Context: an optimization exercise on an open-source flow, tuned for small area, a short achievable clock period and few clock cycles per item. The choices shown serve that exercise and are no tape-out recipe.
RTL that was checked went through simulation tests only; none was proved equivalent to the original.
The clock port is modelled as an ideal driver; clocking choices that lean on that would not hold on a real chip.
Power is estimated from default activity; no workload was simulated.

==> flow/design.v (excerpt) <==
module sp_octet_tiled
#(
   parameter int NUM_TG = 2,
   parameter int DW     = sp_octet_pkg::DW_DEF,
   parameter int KW     = 8
)
(
   input  logic                   clk,
   input  logic                   rstn,
   input  logic                   start,
   input  logic [KW-1:0]          k_steps,
   output logic                   busy,
   input  logic                   c_valid,
   output logic                   c_ready,
   input  logic [NUM_TG*4*DW-1:0] c_data,
   input  logic                   ab_valid,
   output logic                   ab_ready,
   input  logic [NUM_TG*4*DW-1:0] a_data,
   input  logic [NUM_TG*8-1:0]    idx_data,
   input  logic [8*DW-1:0]        b_data,
   output logic                   out_valid,
   input  logic                   out_ready,
   output logic [NUM_TG*4*DW-1:0] out_data
);
Settings: LEC_CHECK=0, CAP_MARGIN=20, CORE_MARGIN=2, CORE_UTILIZATION=40, SLEW_MARGIN=20, SYNTH_HIERARCHICAL=1, SYNTH_MINIMUM_KEEP_SIZE=0; clock period 12.0 ns.
run.sh (not shown) runs the stock make flow with config.mk's settings and CLKGATE_MAP_FILE= SYNTH_SCRIPT=/design/flow/synth_recipe.tcl, a recipe that flattens the netlist after the stock synthesis.
The baseline completed without violations.
Next try:
ABC_CLOCK_PERIOD_IN_PS = 3000   (was default)
Core utilization is unchanged.
Cell area does not change.
Clock-buffer cell count stays the same.
Routed wire length does not change.
Worst hold slack stays the same.
Function was not checked in any run of this note: the RTL went through the layout flow alone.

sp_octet_tiled, a different RTL version from the one above (not shown whole).
Size in the first run: ~860 flip-flops, roughly 550 I/O pins, ~0.083 sq mm of cells after synthesis.
==> flow/design.v (excerpt) <==
module sp_octet_tiled
#(
   parameter int NUM_TG = 2,
   parameter int DW     = sp_octet_pkg::DW_DEF,
   parameter int KW     = 8
)
(
   input  logic                   clk,
   input  logic                   rstn,
   input  logic                   start,
   input  logic [KW-1:0]          k_steps,
   output logic                   busy,
   input  logic                   c_valid,
   output logic                   c_ready,
   input  logic [NUM_TG*4*DW-1:0] c_data,
   input  logic                   ab_valid,
   output logic                   ab_ready,
   input  logic [NUM_TG*4*DW-1:0] a_data,
   input  logic [NUM_TG*8-1:0]    idx_data,
   input  logic [8*DW-1:0]        b_data,
   output logic                   out_valid,
   input  logic                   out_ready,
   output logic [NUM_TG*4*DW-1:0] out_data
);
   logic          cur_v, cur_first, nxt_v;
   logic [KW-1:0] cur_rem, nxt_k, k_eff;
   logic          cur_last;
   logic          st_acc, ab_hs, out_hs;
   logic          x_v, x_first, x_last;
   logic          y_fin;        
  ...
==> flow/config.mk <==
export PLATFORM = sky130hd
export DESIGN_NAME = sp_octet_tiled
export DESIGN_NICKNAME = sp_octet_tiled
export VERILOG_FILES = /design/flow/design.v
export SDC_FILE = /design/flow/constraint.sdc
export NUM_CORES = 4
export LEC_CHECK = 0
export CAP_MARGIN = 20
export CORE_MARGIN = 2
export CORE_UTILIZATION = 60
export PLACE_DENSITY = 0.75
export SLEW_MARGIN = 20
export SYNTH_HIERARCHICAL = 1
export SYNTH_MINIMUM_KEEP_SIZE = 0
==> flow/constraint.sdc <==
create_clock -name core_clock -period 12.0 [get_ports {clk}]
set_input_delay 2.4000 -clock core_clock [delete_from_list [all_inputs] [get_ports {clk}]]
set_output_delay 2.4000 -clock core_clock [all_outputs]
set_load 0.01 [all_outputs]
standard.sh (not shown) runs the stock make flow with config.mk's settings and CLKGATE_MAP_FILE= SYNTH_SCRIPT=/design/flow/synth_recipe.tcl, a recipe that flattens the netlist after the stock synthesis.
==> flow/flow/run.sh <==
#!/bin/bash
# The standard layout (standard.sh: its synthesis, steps and constraints unchanged) with
# settings of how the layout is made, read from flow/settings.txt:
#   MARGIN: SETUP_SLACK_MARGIN, the setup slack ORFS's timing repair aims for at the design's
#     clock period, so it keeps improving the critical paths past what 12 ns needs.
#   PORT_BUF: the buffer cell that buffer_ports puts on every input and output port.
#   CTS_ARGS: the arguments of clock_tree_synthesis.
# Each tool's full output is in ORFS's log folder (orfs/logs/...); make's own output is kept in
# make.log here.
set -euo pipefail
source flow/settings.txt
bash standard.sh SETUP_SLACK_MARGIN="$MARGIN" BUFFER_PORTS_ARGS="-buffer_cell $PORT_BUF" \
   CTS_ARGS="$CTS_ARGS" finish > make.log 2>&1
==> flow/flow/settings.txt <==
MARGIN=8
PORT_BUF=sky130_fd_sc_hd__buf_1
CTS_ARGS="-sink_clustering_enable -repair_clock_nets -dont_use_dummy_load"
The baseline finished with timing, DRC and antenna clean.
Testbench counts at the start, summed over its fixed seeds: cycles 4,491, tiles 512.
Edit:
==> flow/flow/run.sh (replaced) <==
#!/bin/bash
# The standard layout (standard.sh: its synthesis, steps and constraints unchanged) with
# two settings of how the layout is made, read from flow/settings.txt:
#   SETUP_SLACK_MARGIN: ORFS's timing repair aims for this much setup slack at the design's
#     clock period, so it keeps improving the critical paths past what 12 ns needs.
#   BUFFER_PORTS_ARGS: the buffer cell that buffer_ports puts on every input and output port.
# Each tool's full output is in ORFS's log folder (orfs/logs/...); make's own output is kept in
# make.log here.
set -euo pipefail
source flow/settings.txt
bash standard.sh SETUP_SLACK_MARGIN="$MARGIN" BUFFER_PORTS_ARGS="-buffer_cell $PORT_BUF" finish > make.log 2>&1
==> flow/flow/settings.txt (replaced) <==
MARGIN=8
PORT_BUF=sky130_fd_sc_hd__buf_1
--- a/flow/config.mk
+++ b/flow/config.mk
@@ -8,6 +8,6 @@
 export CAP_MARGIN = 20
 export CORE_MARGIN = 2
-export CORE_UTILIZATION = 60
-export PLACE_DENSITY = 0.75
+export CORE_UTILIZATION = 40
+export CTS_CLUSTER_SIZE = 30
 export SLEW_MARGIN = 20
 export SYNTH_HIERARCHICAL = 1
Result:
- The changed run finished with timing, DRC and antenna clean
- count of clock-buffer cells in the layout went up by 57
- total power went up by 5.7%
- combinational power hardly moves
- worst hold slack degrades by 0.0063 ns
- flip-flop and latch count is unchanged
- design area went up by 3.3%
- core utilization went down by 20 points
- area after synthesis is unchanged
- non-clock buffer count went up by 18
- fmax went up by 0.60%
Edit:
==> flow/flow/settings.txt (replaced) <==
MARGIN=10
PORT_BUF=sky130_fd_sc_hd__buf_1
--- a/flow/config.mk
+++ b/flow/config.mk
@@ -9,5 +9,4 @@
 export CORE_MARGIN = 2
 export CORE_UTILIZATION = 40
-export CTS_CLUSTER_SIZE = 30
 export SLEW_MARGIN = 20
 export SYNTH_HIERARCHICAL = 1
Outcome: Die area is unchanged; routed wire length came out higher by about 15%; sequential power grows by about 1%; clock power went down by about 3%; sequential share of layout area fell by 2.1 points; power grows by about 8%.
Edit:
==> flow/flow/settings.txt (replaced) <==
MARGIN=8
PORT_BUF=sky130_fd_sc_hd__buf_1
--- a/flow/config.mk
+++ b/flow/config.mk
@@ -8,5 +8,5 @@
 export CAP_MARGIN = 20
 export CORE_MARGIN = 2
-export CORE_UTILIZATION = 40
+export CORE_UTILIZATION = 70
 export SLEW_MARGIN = 20
 export SYNTH_HIERARCHICAL = 1
=> The new run produced a clean layout. Combinational power decreases by about 10%. Critical path depth increases by 1. Routed wire length decreases by 20%. Area after synthesis is unchanged. Sequential power decreases by about 0.9%. Utilization increases by 25 points. Worst hold slack loses 0.020 ns. Register-to-register slack loses 0.14 ns. Via count decreases by 3.3%. Cell area decreases by 14%. Cell count decreases by 16%.

[port drivers added, routing unchanged]
Ports are ideal in the flow. The routed layouts listed here were re-timed in OpenROAD. Step 1, drivers: a clkbuf_16 drives clk and a buf_2 each remaining input, both assumed. Step 2 also shifts input and output timing later by t, the mid clock arrival at the registers, as if the neighbouring blocks saw the same clock. Three values: no drivers, after step 1, after step 2; two values: the first two.
run	shift t [ns]	setup slack, ns	latest minus earliest clock arrival (ns)	worst register clock-pin slew, ns
the first run of note 1	0.865	6.531 / 6.531 / 6.246	0.056 / 0.055	0.07 / 0.07
the second run of note 1	0.865	6.531 / 6.531 / 6.246	0.056 / 0.055	0.07 / 0.07
the first run of note 2	0.775	7.990 / 8.034 / 7.277	0.072 / 0.072	0.07 / 0.07
the second run of note 2	0.857	8.013 / 8.047 / 7.220	0.036 / 0.036	0.07 / 0.07
the third run of note 2	0.833	8.020 / 8.060 / 7.243	0.037 / 0.038	0.07 / 0.07
the fourth run of note 2	0.819	7.915 / 7.915 / 7.294	0.033 / 0.034	0.07 / 0.07
After both steps every run listed still meets setup and hold. The setup slack of the second run of note 2, which loses most, moves by +0.034 ns with the drivers and by -0.793 ns with both steps.
